What follows belongs to an exercise in optimizing a design on an open flow for a short achievable clock period; a production flow would make more cautious choices. In this exercise RTL edits were held to simulation tests only and were not proved equivalent to the original. In every run shown here, the design's own scripts or RTL, not TritonCTS, make the clock network. The clock input has no modelled driver; a real chip could not lean on it and would need a root buffer or a full tree. Power is estimated from default activity; no workload was simulated.

[flow/run.sh]
#!/bin/bash
# Own layout flow: the standard flow (standard.sh) for every step, with
# the clock tree that CTS builds swapped, inside the CTS step, for a
# two-level clock-inverter tree (post_cts.tcl sources clocktree.tcl), then
# legalized and repaired again. Each step's output goes to a log file here.
set -eo pipefail
cd "$(dirname "$0")/.."
flowdir=$(pwd)/flow
bash standard.sh synth > synth.log 2>&1
bash standard.sh floorplan place > place.log 2>&1
bash standard.sh POST_CTS_TCL="$flowdir/post_cts.tcl" cts > cts.log 2>&1
bash standard.sh finish > finish.log 2>&1
[flow/clocktree.tcl]
# Replace the clock tree with two levels of clock inverters: the clock port
# drives NR root inverters, each of which drives a few of the NB leaf
# inverters, and each leaf drives one cluster of flip-flops. Both levels
# invert, so the flip-flops see the port's edge.
set BUF [expr {[info exists ::env(VU_CLK_BUF)] ? $::env(VU_CLK_BUF) : "sky130_fd_sc_hd__clkinv_16"}]
set block [ord::get_db_block]
set db [ord::get_db]
set root [$block findNet clk_i]

# Walk the existing tree from the port: buffers/loads to delete, sink pins to keep
set sinks {}
set old_insts {}
set old_nets {}
set todo [list $root]
while {[llength $todo]} {
  set net [lindex $todo 0]
  set todo [lrange $todo 1 end]
  foreach it [$net getITerms] {
    if {[$it isOutputSignal]} { continue }
    set inst [$it getInst]
    set m [[$inst getMaster] getName]
    if {[[$inst getMaster] isSequential] || [string match "*__df*" $m]} {
      lappend sinks $it
    } else {
      lappend old_insts $inst
      foreach ot [$inst getITerms] {
        if {[$ot isOutputSignal] && [$ot getNet] ne "NULL"} {
          lappend todo [$ot getNet]
          lappend old_nets [$ot getNet]
        }
      }
    }
  }
}
puts "clocktree: [llength $sinks] sinks, removing [llength $old_insts] cells and [llength $old_nets] nets"
foreach it $sinks { $it disconnect }
foreach inst $old_insts { odb::dbInst_destroy $inst }
foreach net $old_nets { odb::dbNet_destroy $net }

# Leaf cells: about 30 flip-flops each
set NR [expr {[info exists ::env(VU_CLK_ROOTS)] ? $::env(VU_CLK_ROOTS) : 4}]
set NB [expr {[info exists ::env(VU_CLK_BUFS)] ? $::env(VU_CLK_BUFS) : $NR * max(1, int(ceil([llength $sinks] / (29.0 * $NR))))}]

# Sink positions (pin centres)
set pts {}
foreach it $sinks {
  set inst [$it getInst]
  set bb [$inst getBBox]
  lappend pts [list [expr {([$bb xMin] + [$bb xMax]) / 2.0}] [expr {([$bb yMin] + [$bb yMax]) / 2.0}]]
}
# k-means from a grid of seeds
set n [llength $pts]
set xs [lsort -real [lmap p $pts {lindex $p 0}]]
set ys [lsort -real [lmap p $pts {lindex $p 1}]]
set cent {}
set gx [expr {int(ceil(sqrt($NB)))}]
set gy [expr {int(ceil(double($NB) / $gx))}]
for {set k 0} {$k < $NB} {incr k} {
  set ix [expr {$k % $gx}]
  set iy [expr {$k / $gx}]
  lappend cent [list [lindex $xs [expr {int(($ix + 0.5) * $n / $gx)}]] [lindex $ys [expr {int(($iy + 0.5) * $n / $gy)}]]]
}
set cap [expr {int(ceil(double($n) / $NB))}]
for {set iter 0} {$iter < 30} {incr iter} {
  # balanced assignment: each point to its nearest centre with room left, farthest-first
  set cnt [lrepeat $NB 0]
  set asg [lrepeat $n -1]
  set items {}
  for {set i 0} {$i < $n} {incr i} {
    set p [lindex $pts $i]
    set best 1e30
    for {set k 0} {$k < $NB} {incr k} {
      set c [lindex $cent $k]
      set d [expr {abs([lindex $p 0] - [lindex $c 0]) + abs([lindex $p 1] - [lindex $c 1])}]
      if {$d < $best} { set best $d }
    }
    lappend items [list $i $best]
  }
  foreach item [lsort -real -decreasing -index 1 $items] {
    set i [lindex $item 0]
    set p [lindex $pts $i]
    set bk -1
    set best 1e30
    for {set k 0} {$k < $NB} {incr k} {
      if {[lindex $cnt $k] >= $cap} { continue }
      set c [lindex $cent $k]
      set d [expr {abs([lindex $p 0] - [lindex $c 0]) + abs([lindex $p 1] - [lindex $c 1])}]
      if {$d < $best} { set best $d; set bk $k }
    }
    lset asg $i $bk
    lset cnt $bk [expr {[lindex $cnt $bk] + 1}]
  }
  set sx [lrepeat $NB 0.0]
  set sy [lrepeat $NB 0.0]
  for {set i 0} {$i < $n} {incr i} {
    set k [lindex $asg $i]
    lset sx $k [expr {[lindex $sx $k] + [lindex $pts $i 0]}]
    lset sy $k [expr {[lindex $sy $k] + [lindex $pts $i 1]}]
  }
  for {set k 0} {$k < $NB} {incr k} {
    if {[lindex $cnt $k] > 0} {
      lset cent $k [list [expr {[lindex $sx $k] / [lindex $cnt $k]}] [expr {[lindex $sy $k] / [lindex $cnt $k]}]]
    }
  }
}
puts "clocktree: cluster sizes $cnt"

set master [$db findMaster $BUF]
$root setSigType CLOCK
# NR root cells on the port each drive a group of leaf cells; with
# inverters (VU_CLK_INV) both levels invert, so the flops see the port's edge
set RCELL [expr {[info exists ::env(VU_CLK_RCELL)] ? $::env(VU_CLK_RCELL) : $BUF}]
set rmaster [$db findMaster $RCELL]
set inpin [expr {[string match "*clkinv*" $BUF] ? "A" : "A"}]
set outpin [expr {[string match "*clkinv*" $BUF] ? "Y" : "X"}]
set rin "A"
set rout [expr {[string match "*clkinv*" $RCELL] ? "Y" : "X"}]
# group leaves by x order of their centres
set lorder {}
for {set k 0} {$k < $NB} {incr k} { lappend lorder [list $k [lindex $cent $k 0] [lindex $cent $k 1]] }
set lorder [lsort -real -index 1 $lorder]
for {set r 0} {$r < $NR} {incr r} {
  set rinst [odb::dbInst_create $block $rmaster "vu_clkroot_$r"]
  set rnet [odb::dbNet_create $block "vu_clkroot_net_$r"]
  $rnet setSigType CLOCK
  [$rinst findITerm $rin] connect $root
  [$rinst findITerm $rout] connect $rnet
  set rx 0.0; set ry 0.0; set cntr 0
  for {set j $r} {$j < $NB} {incr j $NR} {
    set k [lindex $lorder $j 0]
    set leafroot($k) $rnet
    set rx [expr {$rx + [lindex $cent $k 0]}]; set ry [expr {$ry + [lindex $cent $k 1]}]; incr cntr
  }
  $rinst setLocation [expr {int($rx / $cntr) - [$rmaster getWidth] / 2}] [expr {int($ry / $cntr) - [$rmaster getHeight] / 2}]
  $rinst setPlacementStatus PLACED
}
for {set k 0} {$k < $NB} {incr k} {
  set inst [odb::dbInst_create $block $master "vu_clkbuf_$k"]
  set net [odb::dbNet_create $block "vu_clknet_$k"]
  $net setSigType CLOCK
  [$inst findITerm $inpin] connect $leafroot($k)
  [$inst findITerm $outpin] connect $net
  set c [lindex $cent $k]
  $inst setLocation [expr {int([lindex $c 0]) - [$master getWidth] / 2}] [expr {int([lindex $c 1]) - [$master getHeight] / 2}]
  $inst setPlacementStatus PLACED
  set nets($k) $net
}
for {set i 0} {$i < $n} {incr i} {
  [lindex $sinks $i] connect $nets([lindex $asg $i])
}
[flow/post_cts.tcl]
# Runs inside ORFS's CTS step after its own tree and repair: swap the tree
# for a two-level inverter tree (clocktree.tcl), legalize, repair again.
source [file join [file dirname [info script]] clocktree.tcl]
detailed_placement
estimate_parasitics -placement
report_clock_skew
repair_timing_helper
detailed_placement
check_placement -verbose
estimate_parasitics -placement
report_clock_skew
report_checks -path_delay max -format full_clock_expanded
[standard.sh]
#!/bin/bash
# synth_recipe.tcl (not shown) runs the flow's synth.tcl, then flattens the netlist and writes it again
# the make line also repeats each setting of config.mk as NAME=value (left out here)
make -C /OpenROAD-flow-scripts/flow DESIGN_CONFIG=/design/flow/config.mk WORK_HOME=/design/flow/orfs CLKGATE_MAP_FILE= SYNTH_SCRIPT=/design/flow/synth_recipe.tcl "${@:-finish}"
[config.mk]
export PLATFORM = sky130hd
export DESIGN_NAME = vector_unit_top
export DESIGN_NICKNAME = vector_unit_top
export VERILOG_FILES = /design/flow/design.v
export SDC_FILE = /design/flow/constraint.sdc
export NUM_CORES = 4
export LEC_CHECK = 0
export CAP_MARGIN = 20
export CORE_MARGIN = 2
export CORE_UTILIZATION = 55
export SETUP_SLACK_MARGIN = 2.4
export SLEW_MARGIN = 20
export SYNTH_HIERARCHICAL = 1
[constraint.sdc]
create_clock -name core_clock -period 4.0 [get_ports {clk_i}]
set_input_delay 0.8000 -clock core_clock [delete_from_list [all_inputs] [get_ports {clk_i}]]
set_output_delay 0.8000 -clock core_clock [all_outputs]
set_load 0.01 [all_outputs]
[design.v]
package vector_unit_pkg;
    typedef enum logic [1:0] {
        ESIZE_8  = 2'b00,
        ESIZE_16 = 2'b01
    } esize_t;
    typedef enum logic [3:0] {
        OP_VSRA       = 4'd0,
        OP_RND_VSRA   = 4'd1,
        OP_VSRL       = 4'd2,
        OP_RND_VSRL   = 4'd3,
        OP_VSLL       = 4'd4,
        OP_SAT_VSLL   = 4'd5,
        OP_VSATL_SMPR = 4'd6,
        OP_VSATL_RNDR = 4'd7,
        OP_VADD       = 4'd8,
        OP_VSUB       = 4'd9,
        OP_SAT_VADD   = 4'd10,
        OP_SAT_VSUB   = 4'd11
    } vunit_op_t;
    typedef enum logic [2:0] {
        VSRA, RND_VSRA, VSRL, RND_VSRL, VSLL, SAT_VSLL, VSATL_SMPR, VSATL_RNDR
    } vshift_uops_t;
    typedef enum logic [1:0] {
        VADD, VSUB, SAT_VADD, SAT_VSUB
    } vadd_uops_t;
endpackage : vector_unit_pkg
`timescale 1ns/1ps
module vu_lane_srl #(
    parameter bit E16 = 1'b1
) (
    input  logic [15:0] x,
    input  logic [3:0]  sa,
    input  logic [3:0]  sb,
    output logic [15:0] y
);
    localparam int W = E16 ? 16 : 8;
    logic [15:0] t;
    always_comb begin
        for (int j = 0; j < 16; j++) begin
            t[j] = 1'b0;
            for (int k = 0; k < 4; k++)
                if ((j % W) + k < W) t[j] = t[j] | (sa[k] & x[j+k]);
        end
        for (int j = 0; j < 16; j++) begin
            y[j] = 1'b0;
            for (int k = 0; k < (E16 ? 4 : 2); k++)
                if ((j % W) + 4*k < W) y[j] = y[j] | (sb[k] & t[j+4*k]);
        end
    end
endmodule
module vu_lane_sll #(
    parameter bit E16 = 1'b1
) (
    input  logic [15:0] x,
    input  logic [3:0]  sa,
    input  logic [3:0]  sb,
    output logic [15:0] y
);
    localparam int W = E16 ? 16 : 8;
    logic [15:0] t;
    always_comb begin
        for (int j = 0; j < 16; j++) begin
            t[j] = 1'b0;
            for (int k = 0; k < 4; k++)
                if ((j % W) - k >= 0) t[j] = t[j] | (sa[k] & x[j-k]);
        end
        for (int j = 0; j < 16; j++) begin
            y[j] = 1'b0;
            for (int k = 0; k < (E16 ? 4 : 2); k++)
                if ((j % W) - 4*k >= 0) y[j] = y[j] | (sb[k] & t[j-4*k]);
        end
    end
endmodule
module vu_mux2 #(
    parameter int W = 32
) (
    input  logic         s,
    input  logic [W-1:0] a,
    input  logic [W-1:0] b,
    output logic [W-1:0] y
);
    assign y = s ? b : a;
endmodule
module vu_rmux (
    input  logic [4:0]  adr,
    input  logic [31:0] opa,
    input  logic [31:0] opb,
    input  logic [5:0]  ctrl,
    input  logic [31:0] res,
    input  logic        ovf,
    output logic [31:0] y
);
    logic        ok;
    logic [31:0] m;
    assign ok = !adr[4] && !adr[1] && !adr[0];
    always_comb begin
        case (adr[3:2])
            2'd0: m = opa;
            2'd1: m = opb;
            2'd2: m = {26'b0, ctrl};
            default: m = res;
        endcase
        y = m & {32{ok}};
        y[1] = y[1] | (ovf && adr == 5'h10);
    end
endmodule
`timescale 1ns/1ps
module vu_lane_carry #(
    parameter bit SUB = 1'b0
) (
    input  logic [15:0] a,
    input  logic [15:0] b,
    input  logic        e16,
    output logic [15:0] c
);
    logic [15:0] g, t;
    vu_gen #(.SUB(SUB)) gen_i (.a(a), .b(b), .g(g), .t(t));
    vu_carry #(.CIN(SUB)) carry_i (.g(g), .t(t), .e16(e16), .c(c));
endmodule
module vu_load #(
    parameter int W = 32
) (
    input  logic         en,
    input  logic         clr,
    input  logic [W-1:0] d,
    input  logic [W-1:0] q,
    output logic [W-1:0] y
);
    assign y = en ? d : (clr ? '0 : q);
endmodule
module vu_gen #(
    parameter bit SUB = 1'b0
) (
    input  logic [15:0] a,
    input  logic [15:0] b,
    output logic [15:0] g,
    output logic [15:0] t
);
    assign g = a & (SUB ? ~b : b);
    assign t = a | (SUB ? ~b : b);
endmodule
module vu_carry #(
    parameter bit CIN = 1'b0
) (
    input  logic [15:0] g,
    input  logic [15:0] t,
    input  logic        e16,
    output logic [15:0] c
);
    always_comb begin
        logic [8:0] gl, tl;
        logic [7:0] gh, th;
        gl[0] = CIN;
        tl[0] = 1'b0;
        for (int i = 0; i < 8; i++) begin
            gl[i+1] = g[i];
            tl[i+1] = t[i];
        end
        for (int d = 1; d < 9; d = d * 2) begin
            logic [8:0] gn, tn;
            gn = gl;
            tn = tl;
            for (int i = d; i < 9; i++) begin
                gn[i] = gl[i] | (tl[i] & gl[i-d]);
                tn[i] = tl[i] & tl[i-d];
            end
            gl = gn;
            tl = tn;
        end
        gh = g[15:8];
        th = t[15:8];
        for (int d = 1; d < 8; d = d * 2) begin
            logic [7:0] gn, tn;
            gn = gh;
            tn = th;
            for (int i = d; i < 8; i++) begin
                gn[i] = gh[i] | (th[i] & gh[i-d]);
                tn[i] = th[i] & th[i-d];
            end
            gh = gn;
            th = tn;
        end
        for (int i = 0; i < 8; i++) c[i] = gl[i];
        c[8] = e16 ? gl[8] : CIN;
        for (int i = 9; i < 16; i++)
            c[i] = e16 ? (gh[i-9] | (th[i-9] & gl[8])) : (gh[i-9] | (th[i-9] & CIN));
    end
endmodule
module vu_pick5 #(
    parameter int W = 32
) (
    input  logic [4:0]  sel,
    input  logic [W-1:0] w0,
    input  logic [W-1:0] w1,
    input  logic [W-1:0] w2,
    input  logic [W-1:0] w3,
    input  logic [W-1:0] w4,
    output logic [W-1:0] y
);
    assign y = ({W{sel[0]}} & w0) | ({W{sel[1]}} & w1) | ({W{sel[2]}} & w2) |
               ({W{sel[3]}} & w3) | ({W{sel[4]}} & w4);
endmodule
module vu_pick4 #(
    parameter int W = 32
) (
    input  logic [3:0]   sel,
    input  logic [W-1:0] w0,
    input  logic [W-1:0] w1,
    input  logic [W-1:0] w2,
    input  logic [W-1:0] w3,
    output logic [W-1:0] y
);
    assign y = ({W{sel[0]}} & w0) | ({W{sel[1]}} & w1) | ({W{sel[2]}} & w2) |
               ({W{sel[3]}} & w3);
endmodule
module vu_or2 (
    input  logic a,
    input  logic b,
    output logic y
);
    assign y = a | b;
endmodule
module vu_pickn #(
    parameter int N = 8,
    parameter int W = 8
) (
    input  logic [N-1:0]   sel,
    input  logic [N*W-1:0] w,
    output logic [W-1:0]   y
);
    always_comb begin
        y = '0;
        for (int i = 0; i < N; i++) y = y | ({W{sel[i]}} & w[W*i +: W]);
    end
endmodule
module vu_stage2 #(
    parameter bit E16 = 1'b1
) (
    input  logic [15:0] q,
    input  logic [3:0]  nib,
    input  logic [15:0] px,
    input  logic [1:0]  a2a,
    input  logic [1:0]  a2s,
    input  logic [1:0]  am,
    input  logic [1:0]  rr,
    input  logic [1:0]  hh1,
    input  logic [1:0]  hh0,
    output logic [15:0] y,
    output logic [1:0]  hit
);
    localparam int W = E16 ? 16 : 8;
    always_comb begin
        hit = '0;
        for (int l = 0; l < 16 / W; l++)
            hit[E16 ? 1 : l] = q[W*l+W-1] ? hh1[E16 ? 1 : l] : hh0[E16 ? 1 : l];
        for (int i = 0; i < 16; i++) begin
            logic all1, x;
            all1 = 1'b1;
            for (int b = 0; b < 4; b++)
                if (b >= (W * (i / W)) / 4 && b < i / 4) all1 = all1 & nib[b];
            for (int j = 0; j < 16; j++)
                if (j >= 4 * (i / 4) && j < i) all1 = all1 & q[j];
            x = (a2a[i / 8] & px[i]) | (a2s[i / 8] & ~px[i]) | (rr[E16 ? 1 : i / W] & all1);
            y[i] = hit[E16 ? 1 : i / W] ? ((i == W * (i / W) + W - 1) ? am[E16 ? 1 : i / W] : ~am[E16 ? 1 : i / W])
                                        : (q[i] ^ x);
        end
    end
endmodule
module vu_final (
    input  logic [7:0] s16,
    input  logic [7:0] s8,
    input  logic       sel16,
    input  logic       sel8,
    input  logic [7:0] p1,
    input  logic       en1,
    output logic [7:0] y
);
    assign y = ({8{sel16}} & s16) | ({8{sel8}} & s8) | ({8{en1}} & p1);
endmodule
`timescale 1ns/1ps
module vu_cp #(
    parameter int W = 1
) (
    input  logic [W-1:0] d,
    output logic [W-1:0] y
);
    assign y = d;
endmodule
`timescale 1ns/1ps
module vector_unit_top (
    input  logic                  clk_i,
    input  logic                  rst_n_i,
    input  logic                  wb_cyc_i,
    input  logic                  wb_stb_i,
    input  logic                  wb_we_i,
    input  logic [5-1:0] wb_adr_i,
    input  logic [32-1:0] wb_dat_i,
    input  logic [3:0]            wb_sel_i,
    output logic [32-1:0] wb_dat_o,
    output logic                  wb_ack_o
);
    localparam int P_CA16 = 0;    
    localparam int P_CA8  = 1;    
    localparam int P_CS16 = 2;    
    localparam int P_CS8  = 3;    
    localparam int P_SL16 = 4;
    localparam int P_SL8  = 5;
    localparam int P_SR16 = 6;
    localparam int P_SR8  = 7;
    localparam int P_FL16 = 8;    
    localparam int P_FL8  = 9;
    localparam int NP     = 10;
    logic        ack_q;
    logic        wr_opa_q, wr_opb_q, wr_ctrl_q;
    logic        opa_v, opb_v, res_v;
    logic [31:0] opa_q, opb_q, result_q;
    logic [7:0]  nib_q;
    logic [31:0] opas_q, opac_q, opbc_q;
    logic [5:0]  ctrl_q;
    logic        ovf_q;
    logic [3:0]  mag_q;
    logic [15:0] oh16_q, th16_q;
    logic [7:0]  oh8_q, th8_q;
    logic [63:0] shc_q;
    logic [31:0] presl16_q, presl8_q, presr16_q, presr8_q;
    logic [31:0] precy_a16_q, precy_a8_q, precy_s16_q, precy_s8_q, prexor_q;
    logic [31:0] prefl16_q, prefl8_q;
    logic        dc_add_q, dc_add1_q, dc_round_q, dc_shsat_q, dc_addsat_q, dc_go_q;
    logic        e16_s;
    logic [3:0]  wrc_q, pgo_q;
    logic [NP-1:0] pk_q [4];
    logic [3:0]  a2c_q, sub2c_q;
    logic [3:0]  rr_q, hh1_q, hh0_q;
    logic [3:0]  a2c8_q, sub2c8_q, rr8_q;
    logic        e16_2, v2_q;
    logic [3:0]  e16c2_q;
    logic req;
    assign req      = wb_cyc_i && wb_stb_i && !ack_q;
    assign wb_ack_o = ack_q;
    logic [31:0] rdata;
    vu_rmux rmux_i (
        .adr  (wb_adr_i),
        .opa  (opa_q & {32{opa_v}}),
        .opb  (opb_q & {32{opb_v}}),
        .ctrl (ctrl_q),
        .res  (result_q & {32{res_v}}),
        .ovf  (ovf_q),
        .y    (rdata)
    );
    always_ff @(posedge clk_i) begin
        wb_dat_o <= rdata;
    end
    logic [3:0] d;
    logic       neg, e16_in;
    logic       dc_add, dc_sub, dc_sll, dc_sr, dc_arith;
    assign d        = wb_dat_i[3:0];
    assign neg      = opb_q[4];
    assign e16_in   = wb_dat_i[5] | wb_dat_i[4];
    assign dc_add   =  d[3] & ~d[2];
    assign dc_sub   =  d[0];
    assign dc_sll   = ~d[3] &  d[2] & ~(d[1] & neg);
    assign dc_sr    = ~d[3] & (~d[2] | (d[1] & neg));
    assign dc_arith = (~d[2] & ~d[1]) | (d[2] & d[1] & neg);
    logic [NP-1:0] pk_d;
    always_comb begin
        pk_d = '0;
        pk_d[P_CA16] = dc_add & ~dc_sub &  e16_in;
        pk_d[P_CA8]  = dc_add & ~dc_sub & ~e16_in;
        pk_d[P_CS16] = dc_add &  dc_sub &  e16_in;
        pk_d[P_CS8]  = dc_add &  dc_sub & ~e16_in;
        pk_d[P_SL16] = dc_sll &  e16_in;
        pk_d[P_SL8]  = dc_sll & ~e16_in;
        pk_d[P_SR16] = dc_sr  &  e16_in;
        pk_d[P_SR8]  = dc_sr  & ~e16_in;
        pk_d[P_FL16] = dc_sr  & dc_arith &  e16_in;
        pk_d[P_FL8]  = dc_sr  & dc_arith & ~e16_in;
    end
    logic g_add1, g_round, g_shsat, g_addsat, g_go;
    assign g_add1   = wr_ctrl_q & dc_add1_q;
    assign g_round  = wr_ctrl_q & dc_round_q;
    assign g_shsat  = wr_ctrl_q & dc_shsat_q;
    assign g_addsat = wr_ctrl_q & dc_addsat_q;
    assign g_go     = wr_ctrl_q & dc_go_q;
    logic [31:0] sl16_w, sl8_w, sr16_w, sr8_w;
    logic [31:0] cy_a16_w, cy_a8_w, cy_s16_w, cy_s8_w;
    for (genvar h = 0; h < 2; h++) begin : g_pre
        vu_lane_srl #(.E16(1)) srl16_i (.x(opas_q[16*h +: 16]), .sa(shc_q[8*(4*h+0) +: 4]), .sb(shc_q[8*(4*h+0)+4 +: 4]), .y(sr16_w[16*h +: 16]));
        vu_lane_srl #(.E16(0)) srl8_i  (.x(opas_q[16*h +: 16]), .sa(shc_q[8*(4*h+1) +: 4]), .sb(shc_q[8*(4*h+1)+4 +: 4]), .y(sr8_w[16*h +: 16]));
        vu_lane_sll #(.E16(1)) sll16_i (.x(opas_q[16*h +: 16]), .sa(shc_q[8*(4*h+2) +: 4]), .sb(shc_q[8*(4*h+2)+4 +: 4]), .y(sl16_w[16*h +: 16]));
        vu_lane_sll #(.E16(0)) sll8_i  (.x(opas_q[16*h +: 16]), .sa(shc_q[8*(4*h+3) +: 4]), .sb(shc_q[8*(4*h+3)+4 +: 4]), .y(sl8_w[16*h +: 16]));
        vu_lane_carry #(.SUB(0)) ca16_i (.a(opac_q[16*h +: 16]), .b(opbc_q[16*h +: 16]), .e16(1'b1), .c(cy_a16_w[16*h +: 16]));
        vu_lane_carry #(.SUB(0)) ca8_i  (.a(opac_q[16*h +: 16]), .b(opbc_q[16*h +: 16]), .e16(1'b0), .c(cy_a8_w[16*h +: 16]));
        vu_lane_carry #(.SUB(1)) cs16_i (.a(opac_q[16*h +: 16]), .b(opbc_q[16*h +: 16]), .e16(1'b1), .c(cy_s16_w[16*h +: 16]));
        vu_lane_carry #(.SUB(1)) cs8_i  (.a(opac_q[16*h +: 16]), .b(opbc_q[16*h +: 16]), .e16(1'b0), .c(cy_s8_w[16*h +: 16]));
    end
    logic [31:0] fill16_w, fill8_w;
    always_comb begin
        for (int i = 0; i < 32; i++) begin
            logic [3:0] sa16, sb16, sa8, sb8;
            logic       ge16, ge8;
            sa16 = shc_q[8*(4*(i/16)+0) +: 4];
            sb16 = shc_q[8*(4*(i/16)+0)+4 +: 4];
            sa8  = shc_q[8*(4*(i/16)+1) +: 4];
            sb8  = shc_q[8*(4*(i/16)+1)+4 +: 4];
            ge16 = 1'b0;
            ge8  = 1'b0;
            for (int hj = 0; hj < 4; hj++) begin
                if (i % 16 != 0 && hj > (16 - i % 16) / 4) ge16 = ge16 | sb16[hj];
                if (i % 8 != 0 && hj > (8 - i % 8) / 4)   ge8  = ge8  | sb8[hj];
                for (int lj = 0; lj < 4; lj++) begin
                    if (i % 16 != 0 && hj == (16 - i % 16) / 4 && lj >= (16 - i % 16) % 4)
                        ge16 = ge16 | (sb16[hj] & sa16[lj]);
                    if (i % 8 != 0 && hj == (8 - i % 8) / 4 && lj >= (8 - i % 8) % 4)
                        ge8 = ge8 | (sb8[hj] & sa8[lj]);
                end
            end
            fill16_w[i] = opas_q[16*(i/16)+15] & ge16;
            fill8_w[i]  = opas_q[8*(i/8)+7]    & ge8;
        end
    end
    logic [3:0] rnd_w, sat_w, h1_w, h0_w;
    always_comb begin
        for (int i = 0; i < 4; i++) begin
            logic r8, s8, same;
            r8 = |(opa_q[8*i +: 7] & oh8_q[7:1]);
            s8 = |(opa_q[8*i +: 8] & th8_q);
            same = opa_q[8*i+7] ~^ (opb_q[8*i+7] ^ dc_add1_q);
            h1_w[i] = same & ~opa_q[8*i+7];
            h0_w[i] = same &  opa_q[8*i+7];
            if (i % 2 == 1) begin
                logic r16, s16;
                r16 = |(opa_q[16*(i/2) +: 15] & oh16_q[15:1]);
                s16 = |(opa_q[16*(i/2) +: 16] & th16_q);
                rnd_w[i] = e16_s ? r16 : r8;
                sat_w[i] = e16_s ? s16 : s8;
            end else begin
                rnd_w[i] = r8 & !e16_s;
                sat_w[i] = s8 & !e16_s;
                h1_w[i]  = h1_w[i] & !e16_s;
                h0_w[i]  = h0_w[i] & !e16_s;
            end
        end
    end
    logic [31:0] st2_16, st2_8;
    logic [3:0]  hit16, hit8, hit;
    for (genvar h = 0; h < 2; h++) begin : g_st2
        vu_stage2 #(.E16(1)) s16_i (
            .q   (result_q[16*h +: 16]), .nib (nib_q[4*h +: 4]), .px (prexor_q[16*h +: 16]), .a2a (a2c_q[2*h +: 2]), .a2s (sub2c_q[2*h +: 2]),
            .am  ({opa_q[16*h+15], opa_q[16*h+7]}),
            .rr  (rr_q[2*h +: 2]), .hh1 (hh1_q[2*h +: 2]), .hh0 (hh0_q[2*h +: 2]),
            .y   (st2_16[16*h +: 16]), .hit (hit16[2*h +: 2]));
        vu_stage2 #(.E16(0)) s8_i (
            .q   (result_q[16*h +: 16]), .nib (nib_q[4*h +: 4]), .px (prexor_q[16*h +: 16]), .a2a (a2c8_q[2*h +: 2]), .a2s (sub2c8_q[2*h +: 2]),
            .am  ({opa_q[16*h+15], opa_q[16*h+7]}),
            .rr  (rr8_q[2*h +: 2]), .hh1 (hh1_q[2*h +: 2]), .hh0 (hh0_q[2*h +: 2]),
            .y   (st2_8[16*h +: 16]), .hit (hit8[2*h +: 2]));
    end
    assign hit = e16_2 ? (hit16 & 4'b1010) : hit8;
    logic [31:0] result_d;
    logic [7:0]  nib_d;
    for (genvar k = 0; k < 4; k++) begin : g_pick
        logic [NP-1:0] sel;
        logic [7:0]    p1;
        logic          hold;
        assign sel  = pk_q[k];
        assign hold = !(wrc_q[k] & pgo_q[k]);
        vu_pickn #(.N(NP), .W(8)) pick_i (
            .sel (sel),
            .w   ({prefl8_q[8*k +: 8], prefl16_q[8*k +: 8],
                   presr8_q[8*k +: 8], presr16_q[8*k +: 8],
                   presl8_q[8*k +: 8], presl16_q[8*k +: 8],
                   precy_s8_q[8*k +: 8], precy_s16_q[8*k +: 8],
                   precy_a8_q[8*k +: 8], precy_a16_q[8*k +: 8]}),
            .y   (p1)
        );
        assign nib_d[2*k]   = &p1[3:0];
        assign nib_d[2*k+1] = &p1[7:4];
        vu_final fin_i (
            .s16   (st2_16[8*k +: 8]),
            .s8    (st2_8[8*k +: 8]),
            .sel16 (hold &  e16c2_q[k]),
            .sel8  (hold & !e16c2_q[k]),
            .p1    (p1),
            .en1   (wrc_q[k]),
            .y     (result_d[8*k +: 8])
        );
    end
    logic [31:0] opa_d, opb_d;
    vu_load #(.W(32)) lda_i (.en(wr_opa_q), .clr(!opa_v), .d(wb_dat_i), .q(opa_q), .y(opa_d));
    vu_load #(.W(32)) ldb_i (.en(wr_opb_q), .clr(!opb_v), .d(wb_dat_i), .q(opb_q), .y(opb_d));
    logic [31:0] opas_d, opac_d, opbc_d;
    vu_load #(.W(32)) ldas_i (.en(wr_opa_q), .clr(!opa_v), .d(wb_dat_i), .q(opas_q), .y(opas_d));
    vu_load #(.W(32)) ldac_i (.en(wr_opa_q), .clr(!opa_v), .d(wb_dat_i), .q(opac_q), .y(opac_d));
    vu_load #(.W(32)) ldbc_i (.en(wr_opb_q), .clr(!opb_v), .d(wb_dat_i), .q(opbc_q), .y(opbc_d));
    logic [3:0]  mag_d;
    logic [15:0] oh16_d, th16_d;
    logic [7:0]  oh8_d, th8_d;
    always_comb begin
        mag_d = opb_q[4] ? 4'(5'd0 - opb_q[4:0]) : opb_q[3:0];
        for (int k = 0; k < 16; k++) oh16_d[k] = (mag_q == 4'(k));
        for (int k = 0; k < 8; k++)  oh8_d[k]  = (mag_q[2:0] == 3'(k));
        for (int k = 0; k < 16; k++) begin
            th16_d[k] = 1'b0;
            for (int j = 15 - k; j < 16; j++) th16_d[k] = th16_d[k] | oh16_d[j];
        end
        for (int k = 0; k < 8; k++) begin
            th8_d[k] = 1'b0;
            for (int j = 7 - k; j < 8; j++) th8_d[k] = th8_d[k] | oh8_d[j];
        end
    end
    logic [63:0] shc_d;
    logic [7:0]  sel16_d, sel8_d;
    always_comb begin
        for (int k = 0; k < 4; k++) begin
            sel16_d[k]   = (mag_d[1:0] == 2'(k));
            sel16_d[4+k] = (mag_d[3:2] == 2'(k));
        end
        sel8_d = {2'b00, mag_d[2], !mag_d[2], sel16_d[3:0]};
    end
    for (genvar k = 0; k < 8; k++) begin : g_shc
        vu_cp #(.W(8)) cp_i (.d((k % 2 == 0) ? sel16_d : sel8_d), .y(shc_d[8*k +: 8]));
    end
    logic          wr_ctrl_d;
    logic [3:0]    wrc_d, pgo_d, a2c_d, sub2c_d, e16c2_d, a2c8_d, sub2c8_d, rr8_d;
    logic [NP-1:0] pk_cd [4];
    assign wr_ctrl_d = req && wb_we_i && (wb_adr_i == 5'h08);
    for (genvar k = 0; k < 4; k++) begin : g_cp
        vu_cp #(.W(1))  wrc_i  (.d(wr_ctrl_d), .y(wrc_d[k]));
        vu_cp #(.W(1))  pgo_i  (.d(dc_add | dc_sll | dc_sr), .y(pgo_d[k]));
        vu_cp #(.W(NP)) pk_i   (.d(pk_d), .y(pk_cd[k]));
        vu_cp #(.W(1))  a2c_i  (.d(g_go & dc_add_q & !dc_add1_q), .y(a2c_d[k]));
        vu_cp #(.W(1))  sub2c_i(.d(g_add1), .y(sub2c_d[k]));
        vu_cp #(.W(1))  a2c8_i (.d(g_go & dc_add_q & !dc_add1_q), .y(a2c8_d[k]));
        vu_cp #(.W(1))  sub2c8_i(.d(g_add1), .y(sub2c8_d[k]));
        vu_cp #(.W(1))  rr8_i  (.d(rnd_w[k] & g_round), .y(rr8_d[k]));
        vu_cp #(.W(1))  e16c2_i(.d(e16_s), .y(e16c2_d[k]));
    end
    always_ff @(posedge clk_i or negedge rst_n_i) begin
        if (!rst_n_i) begin
            ack_q     <= 1'b0;
            wr_opa_q  <= 1'b0;
            wr_opb_q  <= 1'b0;
            wr_ctrl_q <= 1'b0;
            wrc_q     <= '0;
            opa_v     <= 1'b0;
            opb_v     <= 1'b0;
            res_v     <= 1'b0;
            v2_q      <= 1'b0;
            ctrl_q    <= '0;
            ovf_q     <= 1'b0;
        end else begin
            ack_q     <= req;
            wr_opa_q  <= req && wb_we_i && (wb_adr_i == 5'h00);
            wr_opb_q  <= req && wb_we_i && (wb_adr_i == 5'h04);
            wr_ctrl_q <= wr_ctrl_d;
            wrc_q     <= wrc_d;
            opa_v     <= opa_v | wr_opa_q;
            opb_v     <= opb_v | wr_opb_q;
            res_v     <= res_v | g_go;
            v2_q      <= g_go;
            if (wr_ctrl_q) ctrl_q <= wb_dat_i[5:0];
            if (v2_q) ovf_q <= |hit;
        end
    end
    always_ff @(posedge clk_i) begin
        opa_q       <= opa_d;
        opb_q       <= opb_d;
        opas_q      <= opas_d;
        opac_q      <= opac_d;
        opbc_q      <= opbc_d;
        result_q    <= result_d;
        nib_q       <= nib_d;
        mag_q       <= mag_d;
        oh16_q      <= oh16_d;
        th16_q      <= th16_d;
        oh8_q       <= oh8_d;
        th8_q       <= th8_d;
        shc_q       <= shc_d;
        presl16_q   <= sl16_w;
        presl8_q    <= sl8_w;
        presr16_q   <= sr16_w;
        presr8_q    <= sr8_w;
        precy_a16_q <= cy_a16_w;
        precy_a8_q  <= cy_a8_w;
        precy_s16_q <= cy_s16_w;
        precy_s8_q  <= cy_s8_w;
        prexor_q    <= opac_q ^ opbc_q;
        prefl16_q   <= fill16_w;
        prefl8_q    <= fill8_w;
        pgo_q       <= pgo_d;
        for (int k = 0; k < 4; k++) pk_q[k] <= pk_cd[k];
        dc_add_q    <= dc_add;
        dc_add1_q   <=  d[3] & ~d[2] &  d[0];
        dc_addsat_q <=  d[3] & ~d[2] &  d[1];
        dc_round_q  <= ~d[3] &  d[0] & (~d[2] | (d[1] & neg));
        dc_shsat_q  <= ~d[3] &  d[2] & ((~d[1] & d[0]) | (d[1] & ~neg));
        dc_go_q     <= dc_add | dc_sll | dc_sr;
        e16_s       <= e16_in;
        e16_2       <= e16_s;
        e16c2_q     <= e16c2_d;
        a2c_q       <= a2c_d;
        sub2c_q     <= sub2c_d;
        rr_q        <= rnd_w & {4{g_round}};
        a2c8_q      <= a2c8_d;
        sub2c8_q    <= sub2c8_d;
        rr8_q       <= rr8_d;
        hh1_q       <= (sat_w & {4{g_shsat}}) | (h1_w & {4{g_addsat}});
        hh0_q       <= (sat_w & {4{g_shsat}}) | (h0_w & {4{g_addsat}});
    end
endmodule
==> impl_metrics.json, run 1 <==
{
  "met3_usage": 0.0526,
  "leakage_nw": 16.2,
  "holdPathStages": 0,
  "final_nets": 3699,
  "clk_pin_slew_worst_paths_ns": 0.10,
  "wirelength_um": 124000,
  "syn-cell-area_um2": 36200,
  "holdPathEnd": "mag_q[0]",
  "layoutNonFillerInstCount": 4515,
  "hold_path.class": "register to register",
  "power.share.clock": 0.293,
  "drive_gt1_frac": 0.248,
  "maxCapViolations": 0,
  "max_freq_mhz": 580,
  "clkSinkCount": 789,
  "crit_path_end_kind": "register",
  "cp_max_fo": 4,
  "hold_viol": 0,
  "slowest_stage": "dfxtp_4",
  "irDropWorstVdd_v": 0.000481,
  "regToRegStartpoint": "pk_q[3][4]",
  "grtUsageMet2": 0.543,
  "p_int_mw": 9.01,
  "clk_latency_ns": 0.35,
  "syn_area_per_cell_um2": 9.92,
  "wl_per_cell_um": 27.4,
  "nFillCells": 5458,
  "place_area_um2": 35900,
  "setup_viol": 0,
  "rows": 94,
  "io_pins": 79,
  "grt_antenna_before_repair": 4,
  "syn_to_final_growth_pct": 9.95,
  "grt.overflow.total": 0,
  "p_sw_mw": 4.09,
  "dp_hpwl_um": 81800,
  "final_area_um2": 39900,
  "critical_path_class": "register to register",
  "worst_hold_slack_ns": 0.423,
  "grt_pass1_vias": 27400,
  "switching_share": 0.312,
  "portBuffers": 74,
  "grt_use_total": 0.345,
  "yosysWarnings": 20,
  "place.gp.congestion": 0.974,
  "relSlewSlack": 0.384,
  "grtUsageMet1": 0.483,
  "die-area_um2": 68000,
  "timing.final.max_slew_violations": 0,
  "timing.rr.end": "result_q[30]",
  "reg2reg_depth": 5,
  "start_util": 0.553,
  "required_ns": 4.25,
  "setup_tns_ns": 0,
  "period_minus_slack_ns": 1.73,
  "drt_iter0_drc": 3490,
  "grt_first_pass_wirelength_um": 177000,
  "rsz0062_at_grt": "true",
  "tightest_slew_ns": 0.923,
  "min_period_over_period": 0.431,
  "area.sequential_um2": 16300,
  "core_um2": 65500,
  "powerDensity_nw_per_um2": 329,
  "grt_max_degree": 43,
  "vias": 29300,
  "worstSetupStartpointType": "register",
  "ant_nets": 0,
  "busiest_layer": "met2",
  "outcome": "no timing/DRC/antenna violations",
  "dr.pass1.iters": 9,
  "cp_slowest_stage_delay_ns": 0.39,
  "pwr-share-seq": 0.629,
  "crit_chain": "a22o_1 > a221oi_2 > nand4_1 > a222oi_1 > inv_1",
  "min_from": "opb_q[0]",
  "dp.cells": 4304,
  "dieHeight_um": 261,
  "skew_ns": 0.0377,
  "via_per_inst": 6.49,
  "cp.arrival_ns": 1.97,
  "die_x_um": 261,
  "reg2reg_slack_ns": 2.27,
  "syn_inst": 3654,
  "pwr-share-comb": 0.078,
  "drc_errors": 0,
  "multi_input_area_um2": 18700
}
[worst max path at each step]
stage	to	start	cells past startpoint
after floorplan	wb_dat_o[5]	wb_adr_i[2]	4
after global placement	wb_dat_o[17]	wb_adr_i[3]	4
after detailed placement	wb_dat_o[16]	wb_adr_i[3]	4
after global routing	result_q[28]	pk_q[3][5]	5
final	result_q[30]	pk_q[3][4]	5
[stage by stage]
| step | total power [mW] | util | setup WS (ns) |
|---|---|---|---|
| 2_1_floorplan | 8.93 | - | 2.25 |
| 3_3_place_gp | 9.17 | 0.548 | 1.31 |
| 3_5_place_dp | 9.19 | 0.548 | 1.28 |
| 5_1_grt | 13.5 | 0.608 | 2.26 |
| 6_report | 13.1 | 0.608 | 2.27 |
[routing by layer]
layer | wire length, µm | vias up
met4 | 4750 | 2
li1 | - | 13200
met3 | 10000 | 244
met1 | 53500 | 14400
met5 | 13 | -
met2 | 55400 | 1420
[placed cells by master, fill, tap and decap left out, drive strengths merged, types with 63 or more instances in the layout]
master    n
a21o     69
a21oi    97
a22o    284
a22oi   276
and2    223
buf     217
dfxtp   770
inv     109
mux2i    73
nand2   207
nand2b   94
nand3    63
nor2     81
nor2b   131
o21ai   162
or2     102
[sequential cells by signal, indices dropped and copies added, names as in the netlist, 32 cells and up]
name / count
result_q: 32
shc_q: 60
prexor_q: 32
opb_q: 32
opbc_q: 32
presl8_q: 32
presl16_q: 32
precy_s8_q: 32
opac_q: 32
precy_s16_q: 32
presr16_q: 32
presr8_q: 32
pk_q: 40
precy_a8_q: 32
opa_q: 32
wb_dat_o: 32
opas_q: 32
precy_a16_q: 32
[power groups by stage]
stage | combinational [mW] | sequential, mW | clock, mW
floorplan | 0.650 | 8.28 | 0
global placement | 0.766 | 8.41 | 0
detailed placement | 0.784 | 8.41 | 0
global route | 1.08 | 8.25 | 4.19
finish | 1.03 | 8.23 | 3.84
[worst max-delay path, delay by kind of cell (launching register included)]
family          cells  cell delay [ns]
compound gates      3             0.86
simple gates        1             0.32
buf+inv             1             0.06
flops               1             0.39
[cell type report]
type                    instances  area share
multi-input cells            2457       0.469
well taps                     864      0.0271
flip-flops and latches        789       0.409
diodes                          2    0.000126
inverters                     143      0.0348
repair buffers                260      0.0600
==> inputs of run 2 (changes only) <==
--- a/flow/clocktree.tcl
+++ b/flow/clocktree.tcl
@@ -115,10 +115,22 @@
 set outpin [expr {[string match "*clkinv*" $BUF] ? "Y" : "X"}]
 set rin "A"
 set rout [expr {[string match "*clkinv*" $RCELL] ? "Y" : "X"}]
-# group leaves by x order of their centres
+# group the leaves into NR contiguous groups: halves by x, then each half
+# by y (quadrants for NR=4); each root drives one group
 set lorder {}
 for {set k 0} {$k < $NB} {incr k} { lappend lorder [list $k [lindex $cent $k 0] [lindex $cent $k 1]] }
 set lorder [lsort -real -index 1 $lorder]
+set nx [expr {$NR >= 4 ? 2 : 1}]
+set groups {}
+set per_x [expr {int(ceil(double($NB) / $nx))}]
+for {set gx 0} {$gx < $nx} {incr gx} {
+  set col [lsort -real -index 2 [lrange $lorder [expr {$gx * $per_x}] [expr {min($NB, ($gx + 1) * $per_x) - 1}]]]
+  set ny [expr {$NR / $nx}]
+  set per_y [expr {int(ceil(double([llength $col]) / $ny))}]
+  for {set gy 0} {$gy < $ny} {incr gy} {
+    lappend groups [lrange $col [expr {$gy * $per_y}] [expr {min([llength $col], ($gy + 1) * $per_y) - 1}]]
+  }
+}
 for {set r 0} {$r < $NR} {incr r} {
   set rinst [odb::dbInst_create $block $rmaster "vu_clkroot_$r"]
   set rnet [odb::dbNet_create $block "vu_clkroot_net_$r"]
@@ -126,8 +138,8 @@
   [$rinst findITerm $rin] connect $root
   [$rinst findITerm $rout] connect $rnet
   set rx 0.0; set ry 0.0; set cntr 0
-  for {set j $r} {$j < $NB} {incr j $NR} {
-    set k [lindex $lorder $j 0]
+  foreach item [lindex $groups $r] {
+    set k [lindex $item 0]
     set leafroot($k) $rnet
     set rx [expr {$rx + [lindex $cent $k 0]}]; set ry [expr {$ry + [lindex $cent $k 1]}]; incr cntr
   }
==> run 2 against run 1 <==
Effect of this change:
- sequential cell count did not move
- first-iteration DRC count rose by 4.6%
- core utilization barely moved
- sequential share of layout area barely moved
- critical path type unchanged
- still clean
- synthesized cell count did not move
- critical endpoint is now precy_a16_q[10]
- global-route usage fell by 0.27 points
- sequential power barely moved
- setup slack improved by 0.012 ns
- critical path depth rose by 1
- register-to-register slack barely moved
- area after synthesis did not move
- wire length fell by 0.12%
==> impl_metrics.json, run 2 <==
{
  "core_um2": 65500,
  "yosysWarnings": 20,
  "worstSetupStartpointType": "register",
  "layout_common_cells": "592 x dfxtp_1, 278 x a22o_1, 241 x a22oi_1",
  "cp.arrival_ns": 1.91,
  "grt_antenna_before_repair": 3,
  "powerDensity_nw_per_um2": 326,
  "worst_hold_slack_ns": 0.404,
  "drt_iter0_drc": 3649,
  "dp_hpwl_um": 81800,
  "wirelength_um": 123000,
  "irDropWorstVdd_v": 0.000470,
  "relSlewSlack": 0.387,
  "period_minus_slack_ns": 1.71,
  "drive_gt1_frac": 0.247,
  "cp_max_fo": 4,
  "syn_inst": 3654,
  "outcome": "no timing/DRC/antenna violations",
  "vias": 29400,
  "start_util": 0.553,
  "grt.overflow.total": 0,
  "crit_path_end_kind": "register",
  "final_common_cell": "dfxtp_1",
  "dpl_worst_slack_ns": 1.28,
  "dieHeight_um": 261,
  "hold_path.class": "register to register",
  "syn_area_per_cell_um2": 9.92,
  "rsz0062_at_grt": "true",
  "top_regs": "shc_q x60, pk_q x40",
  "clk_latency_ns": 0.33,
  "maxCapViolations": 0,
  "die_x_um": 261,
  "p_total_mw": 13.0,
  "largest_reg_flops": 60,
  "antenna_cells": 0,
  "dr.pass1.iters": 9,
  "max_freq_mhz": 584,
  "io_pins": 79,
  "syn_to_final_growth_pct": 9.89,
  "setup_viol": 0,
  "reg2reg_slack_ns": 2.29,
  "nFillCells": 5458,
  "required_ns": 4.19,
  "place.gp.congestion": 0.974,
  "critical_path_class": "register to register",
  "rows": 94,
  "leakage_nw": 16.2,
  "tightest_slew_ns": 0.920,
  "syn-cell-area_um2": 36200,
  "grt_use_total": 0.343,
  "timing.final.max_slew_violations": 0,
  "setup_tns_ns": 0,
  "grt_max_degree": 43,
  "final_nets": 3710,
  "grt_pass1_vias": 27400,
  "grt_first_pass_wirelength_um": 176000,
  "wl_per_cell_um": 27.3,
  "hold_viol": 0,
  "die-area_um2": 68000,
  "clk_pin_slew_worst_paths_ns": 0.09,
  "portBuffers": 74,
  "ant_nets": 0,
  "min_period_over_period": 0.428,
  "final.setup.worst_slack_ns": 2.29,
  "clkSinkCount": 789,
  "drc_errors": 0,
  "largest_register": "shc_q",
  "skew_ns": 0.0373,
  "via_per_inst": 6.50
}
==> run 2: area by class of cell <==
cell class / instances / area [µm²] / share of cell area
timing repair buffer: 271 / 2440 / 0.0612
multi-input combinational: 2457 / 18600 / 0.468
tap: 864 / 1080 / 0.0271
sequential: 789 / 16300 / 0.409
inverter: 143 / 1390 / 0.0349
==> run 2: final timing paths <==
| kind | start | end | cells after the start |
|---|---|---|---|
| setup / recovery | opac_q[3] | precy_a16_q[10] | 6 |
| hold / removal | opb_q[0] | mag_q[0] | 0 |
| setup reg to reg | opac_q[3] | precy_a16_q[10] | 6 |
| hold reg to reg | opb_q[0] | mag_q[0] | 0 |
| max in group asynchronous | rst_n_i | wr_ctrl_q | 1 |
| min in group asynchronous | rst_n_i | opb_v | 1 |
==> run 2: critical path, cell delays in order (launching register included) <==
cell     delay (ns)
dfxtp_4        0.37
buf_6          0.12
or2_4          0.26
a21oi_4        0.20
o22ai_4        0.11
a221o_1        0.34
a21o_1         0.20
==> run 2: layer usage <==
| layer | global-route usage | wire length (µm) |
|---|---|---|
| met2 | 0.540 | 55300 |
| met5 | 0 | 10 |
| met1 | 0.485 | 53700 |
| met4 | 0.117 | 4740 |
| met3 | 0.0439 | 9700 |
==> run 2: per-stage QoR <==
step,instance area [µm²],instances,utilization
2_1_floorplan,36400,3680,-
3_3_place_gp,35900,4304,0.548
3_5_place_dp,35900,4304,0.548
5_1_grt,39800,4524,0.608
6_report,39800,4524,0.608
==> run 2: power by group <==
part           switching, mW  internal (mW)  leakage (nW)
logic                  0.563          0.468          9.30
registers              0.270           7.96          6.57
clock network           3.14          0.581         0.365
==> inputs of run 3 (changes only) <==
--- a/design.v
+++ b/design.v
@@ -312,7 +312,9 @@
     localparam int NP     = 10;
     logic        ack_q;
     logic        wr_opa_q, wr_opb_q, wr_ctrl_q;
-    logic        opa_v, opb_v, res_v;
+    logic [3:0]  opa_vr, opb_vr, res_vr;
+    logic [2:0]  opa_vl, wr_opa_l;
+    logic [1:0]  opb_vl, wr_opb_l;
     logic [31:0] opa_q, opb_q, result_q;
     logic [7:0]  nib_q;
     logic [31:0] opas_q, opac_q, opbc_q;
@@ -340,10 +342,10 @@
     logic [31:0] rdata;
     vu_rmux rmux_i (
         .adr  (wb_adr_i),
-        .opa  (opa_q & {32{opa_v}}),
-        .opb  (opb_q & {32{opb_v}}),
+        .opa  (opa_q & {{8{opa_vr[3]}}, {8{opa_vr[2]}}, {8{opa_vr[1]}}, {8{opa_vr[0]}}}),
+        .opb  (opb_q & {{8{opb_vr[3]}}, {8{opb_vr[2]}}, {8{opb_vr[1]}}, {8{opb_vr[0]}}}),
         .ctrl (ctrl_q),
-        .res  (result_q & {32{res_v}}),
+        .res  (result_q & {{8{res_vr[3]}}, {8{res_vr[2]}}, {8{res_vr[1]}}, {8{res_vr[0]}}}),
         .ovf  (ovf_q),
         .y    (rdata)
     );
@@ -486,12 +488,23 @@
         );
     end
     logic [31:0] opa_d, opb_d;
-    vu_load #(.W(32)) lda_i (.en(wr_opa_q), .clr(!opa_v), .d(wb_dat_i), .q(opa_q), .y(opa_d));
-    vu_load #(.W(32)) ldb_i (.en(wr_opb_q), .clr(!opb_v), .d(wb_dat_i), .q(opb_q), .y(opb_d));
+    vu_load #(.W(32)) lda_i (.en(wr_opa_l[0]), .clr(!opa_vl[0]), .d(wb_dat_i), .q(opa_q), .y(opa_d));
+    vu_load #(.W(32)) ldb_i (.en(wr_opb_l[0]), .clr(!opb_vl[0]), .d(wb_dat_i), .q(opb_q), .y(opb_d));
     logic [31:0] opas_d, opac_d, opbc_d;
-    vu_load #(.W(32)) ldas_i (.en(wr_opa_q), .clr(!opa_v), .d(wb_dat_i), .q(opas_q), .y(opas_d));
-    vu_load #(.W(32)) ldac_i (.en(wr_opa_q), .clr(!opa_v), .d(wb_dat_i), .q(opac_q), .y(opac_d));
-    vu_load #(.W(32)) ldbc_i (.en(wr_opb_q), .clr(!opb_v), .d(wb_dat_i), .q(opbc_q), .y(opbc_d));
+    vu_load #(.W(32)) ldas_i (.en(wr_opa_l[1]), .clr(!opa_vl[1]), .d(wb_dat_i), .q(opas_q), .y(opas_d));
+    vu_load #(.W(32)) ldac_i (.en(wr_opa_l[2]), .clr(!opa_vl[2]), .d(wb_dat_i), .q(opac_q), .y(opac_d));
+    vu_load #(.W(32)) ldbc_i (.en(wr_opb_l[1]), .clr(!opb_vl[1]), .d(wb_dat_i), .q(opbc_q), .y(opbc_d));
+    logic       wr_opa_d, wr_opb_d;
+    logic [2:0] wr_opa_ld;
+    logic [1:0] wr_opb_ld;
+    assign wr_opa_d = req && wb_we_i && (wb_adr_i == 5'h00);
+    assign wr_opb_d = req && wb_we_i && (wb_adr_i == 5'h04);
+    for (genvar k = 0; k < 3; k++) begin : g_wra
+        vu_cp #(.W(1)) cp_i (.d(wr_opa_d), .y(wr_opa_ld[k]));
+    end
+    for (genvar k = 0; k < 2; k++) begin : g_wrb
+        vu_cp #(.W(1)) cp_i (.d(wr_opb_d), .y(wr_opb_ld[k]));
+    end
     logic [3:0]  mag_d;
     logic [15:0] oh16_d, th16_d;
     logic [7:0]  oh8_d, th8_d;
@@ -542,9 +555,13 @@
             wr_opb_q  <= 1'b0;
             wr_ctrl_q <= 1'b0;
             wrc_q     <= '0;
-            opa_v     <= 1'b0;
-            opb_v     <= 1'b0;
-            res_v     <= 1'b0;
+            opa_vr    <= '0;
+            opb_vr    <= '0;
+            res_vr    <= '0;
+            opa_vl    <= '0;
+            opb_vl    <= '0;
+            wr_opa_l  <= '0;
+            wr_opb_l  <= '0;
             v2_q      <= 1'b0;
             ctrl_q    <= '0;
             ovf_q     <= 1'b0;
@@ -554,9 +571,13 @@
             wr_opb_q  <= req && wb_we_i && (wb_adr_i == 5'h04);
             wr_ctrl_q <= wr_ctrl_d;
             wrc_q     <= wrc_d;
-            opa_v     <= opa_v | wr_opa_q;
-            opb_v     <= opb_v | wr_opb_q;
-            res_v     <= res_v | g_go;
+            opa_vr    <= opa_vr | {4{wr_opa_q}};
+            opb_vr    <= opb_vr | {4{wr_opb_q}};
+            res_vr    <= res_vr | {4{g_go}};
+            opa_vl    <= opa_vl | {3{wr_opa_q}};
+            opb_vl    <= opb_vl | {2{wr_opb_q}};
+            wr_opa_l  <= wr_opa_ld;
+            wr_opb_l  <= wr_opb_ld;
             v2_q      <= g_go;
             if (wr_ctrl_q) ctrl_q <= wb_dat_i[5:0];
             if (v2_q) ovf_q <= |hit;
==> run 3 against run 2 <==
Effect of this change:
- die area up 1.7%
- cell area increased by 0.95%
- sequential share of layout area increased by 0.82 points
- clock power rose by 3%
- sequential power increased by 2.6%
- core utilization barely moved
- critical endpoint is now result_q[31]
==> impl_metrics.json, run 3 <==
{
  "min_period_over_period": 0.434,
  "dp_hpwl_um": 83100,
  "ant_nets": 0,
  "hold_viol": 0,
  "grt_use_total": 0.335,
  "required_ns": 4.21,
  "p_sw_mw": 4.04,
  "power.share.clock": 0.291,
  "dieHeight_um": 263,
  "io_pins": 79,
  "setup_tns_ns": 0,
  "pwr-share-comb": 0.069,
  "clkSinkCount": 808,
  "syn_area_per_cell_um2": 9.98,
  "worstSetupStartpointType": "register",
  "crit_path_end_kind": "register",
  "final_nets": 3716,
  "p_int_mw": 9.16,
  "syn-cell-area_um2": 36900,
  "clk_latency_ns": 0.33,
  "largest_reg_flops": 60,
  "period_minus_slack_ns": 1.74,
  "rows": 94,
  "rsz0062_at_grt": "true",
  "drive_gt1_frac": 0.242,
  "timing.final.max_slew_violations": 0,
  "grt_max_degree": 36,
  "die_x_um": 263,
  "hold_path.class": "register to register",
  "grt_first_pass_wirelength_um": 179000,
  "setup_viol": 0,
  "drt_iter0_drc": 3444,
  "clk_pin_slew_worst_paths_ns": 0.09,
  "vias": 29300,
  "wirelength_um": 121000,
  "largest_register": "shc_q",
  "irDropWorstVdd_v": 0.000460,
  "powerDensity_nw_per_um2": 328,
  "wl_per_cell_um": 26.7,
  "cp_max_fo": 7,
  "outcome": "no timing/DRC/antenna violations",
  "cp.arrival_ns": 1.94,
  "tightest_slew_ns": 0.850,
  "dr.pass1.iters": 8,
  "relSlewSlack": 0.433,
  "core_um2": 66100,
  "critical_path_class": "register to register",
  "pwr-share-seq": 0.640,
  "final_area_um2": 40200,
  "maxCapViolations": 0,
  "syn_inst": 3693,
  "layout_common_cells": "584 x dfxtp_1, 274 x a22o_1, 244 x a22oi_1",
  "max_freq_mhz": 576,
  "drc_errors": 0,
  "syn_to_final_growth_pct": 9.10,
  "p_total_mw": 13.2,
  "yosysWarnings": 20,
  "final_common_cell": "dfxtp_1",
  "die-area_um2": 69100,
  "switching_share": 0.306,
  "grt_antenna_before_repair": 0,
  "skew_ns": 0.0353,
  "place_area_um2": 36500,
  "grt.overflow.total": 0,
  "leakage_nw": 16.5,
  "via_per_inst": 6.47,
  "start_util": 0.558,
  "place.gp.congestion": 0.926,
  "grt_pass1_vias": 27800,
  "portBuffers": 74,
  "top_regs": "shc_q x60, pk_q x40"
}
run 3: metrics by stage:
| step | worst slack, ns | util | instances | hold WS (ns) |
|---|---|---|---|---|
| 6_report | 2.26 | 0.608 | 4532 | 0.457 |
| 5_1_grt | 2.25 | 0.608 | 4530 | 0.476 |
| 3_5_place_dp | 1.27 | 0.553 | 4352 | 0.438 |
| 3_3_place_gp | 1.32 | 0.553 | 4352 | 0.429 |
| 2_1_floorplan | 2.25 | - | 3719 | 0.380 |
run 3: metal layers:
metal  track usage  vias to the layer above  routed length [µm]
met4         0.101                        0                3940
met3        0.0359                      212                8530
met1         0.475                    14500               53400
met2         0.540                     1402               55100
met5             0                        -                   0
li1              -                    13300                   -
run 3: critical path, stage by stage (launching register included):
cell and delay (ns):
dfxtp_4 0.40, a22o_1 0.23, a221oi_2 0.18, nand4_1 0.36
a222oi_1 0.37, inv_1 0.08
run 3: final timing paths:
| check | slack, ns | from | endpoint | cells after the start |
|---|---|---|---|---|
| worst min-delay path | 0.46 | opac_q[15] | prexor_q[15] | 1 |
| worst min register to register | 0.46 | opac_q[15] | prexor_q[15] | 1 |
| worst max register to register | 2.26 | pk_q[3][8] | result_q[31] | 5 |
| min in group asynchronous | 0.49 | rst_n_i | wr_opa_l[2] | 1 |
| worst max-delay path | 2.26 | pk_q[3][8] | result_q[31] | 5 |
| max in group asynchronous | 2.71 | rst_n_i | wr_ctrl_q | 2 |
run 3: power groups by stage:
stage               clock [mW]  sequential [mW]  combinational, mW
finish                    3.84             8.44              0.914
detailed placement           0             8.63              0.771
global route              4.17             8.47              0.967
global placement             0             8.62              0.747
floorplan                    0             8.50              0.648
run 3: final cells by class:
class | count | area (µm²)
well taps | 864 | 1080
repair buffers | 236 | 2100
multi-input cells | 2474 | 18900
inverters | 148 | 1400
flip-flops and latches | 808 | 16800
diodes | 2 | 5.00
fillers | 5519 | 25900

what the ideal ports hide:
In the flow no input, the clock included, has a driving cell. The finished layouts below were timed again as built, in two steps. Step 1: set_driving_cell puts a clkbuf_16 on clk_i and a buf_2 on each other input, an assumption about the parent block. Step 2, shift: input delay + t, output delay - t, t = (earliest + latest rising clock arrival at the registers) / 2. This alone moves slack from input paths to output paths. a / b / c = ideal / step 1 / step 2; a / b = the first two.
run | t, ns | slack for setup (ns) | worst slew at a driven data input, ns
run 1 | 0.569 | 2.275 / 2.071 / 2.004 | 0.07
run 2 | 0.564 | 2.287 / 2.100 / 2.040 | 0.07
run 3 | 0.578 | 2.264 / 2.097 / 2.038 | 0.05
After both steps setup and hold are still met in every run listed. For run 1, which loses most, drivers alone change the setup slack by -0.204 ns; drivers and shift together by -0.271 ns.
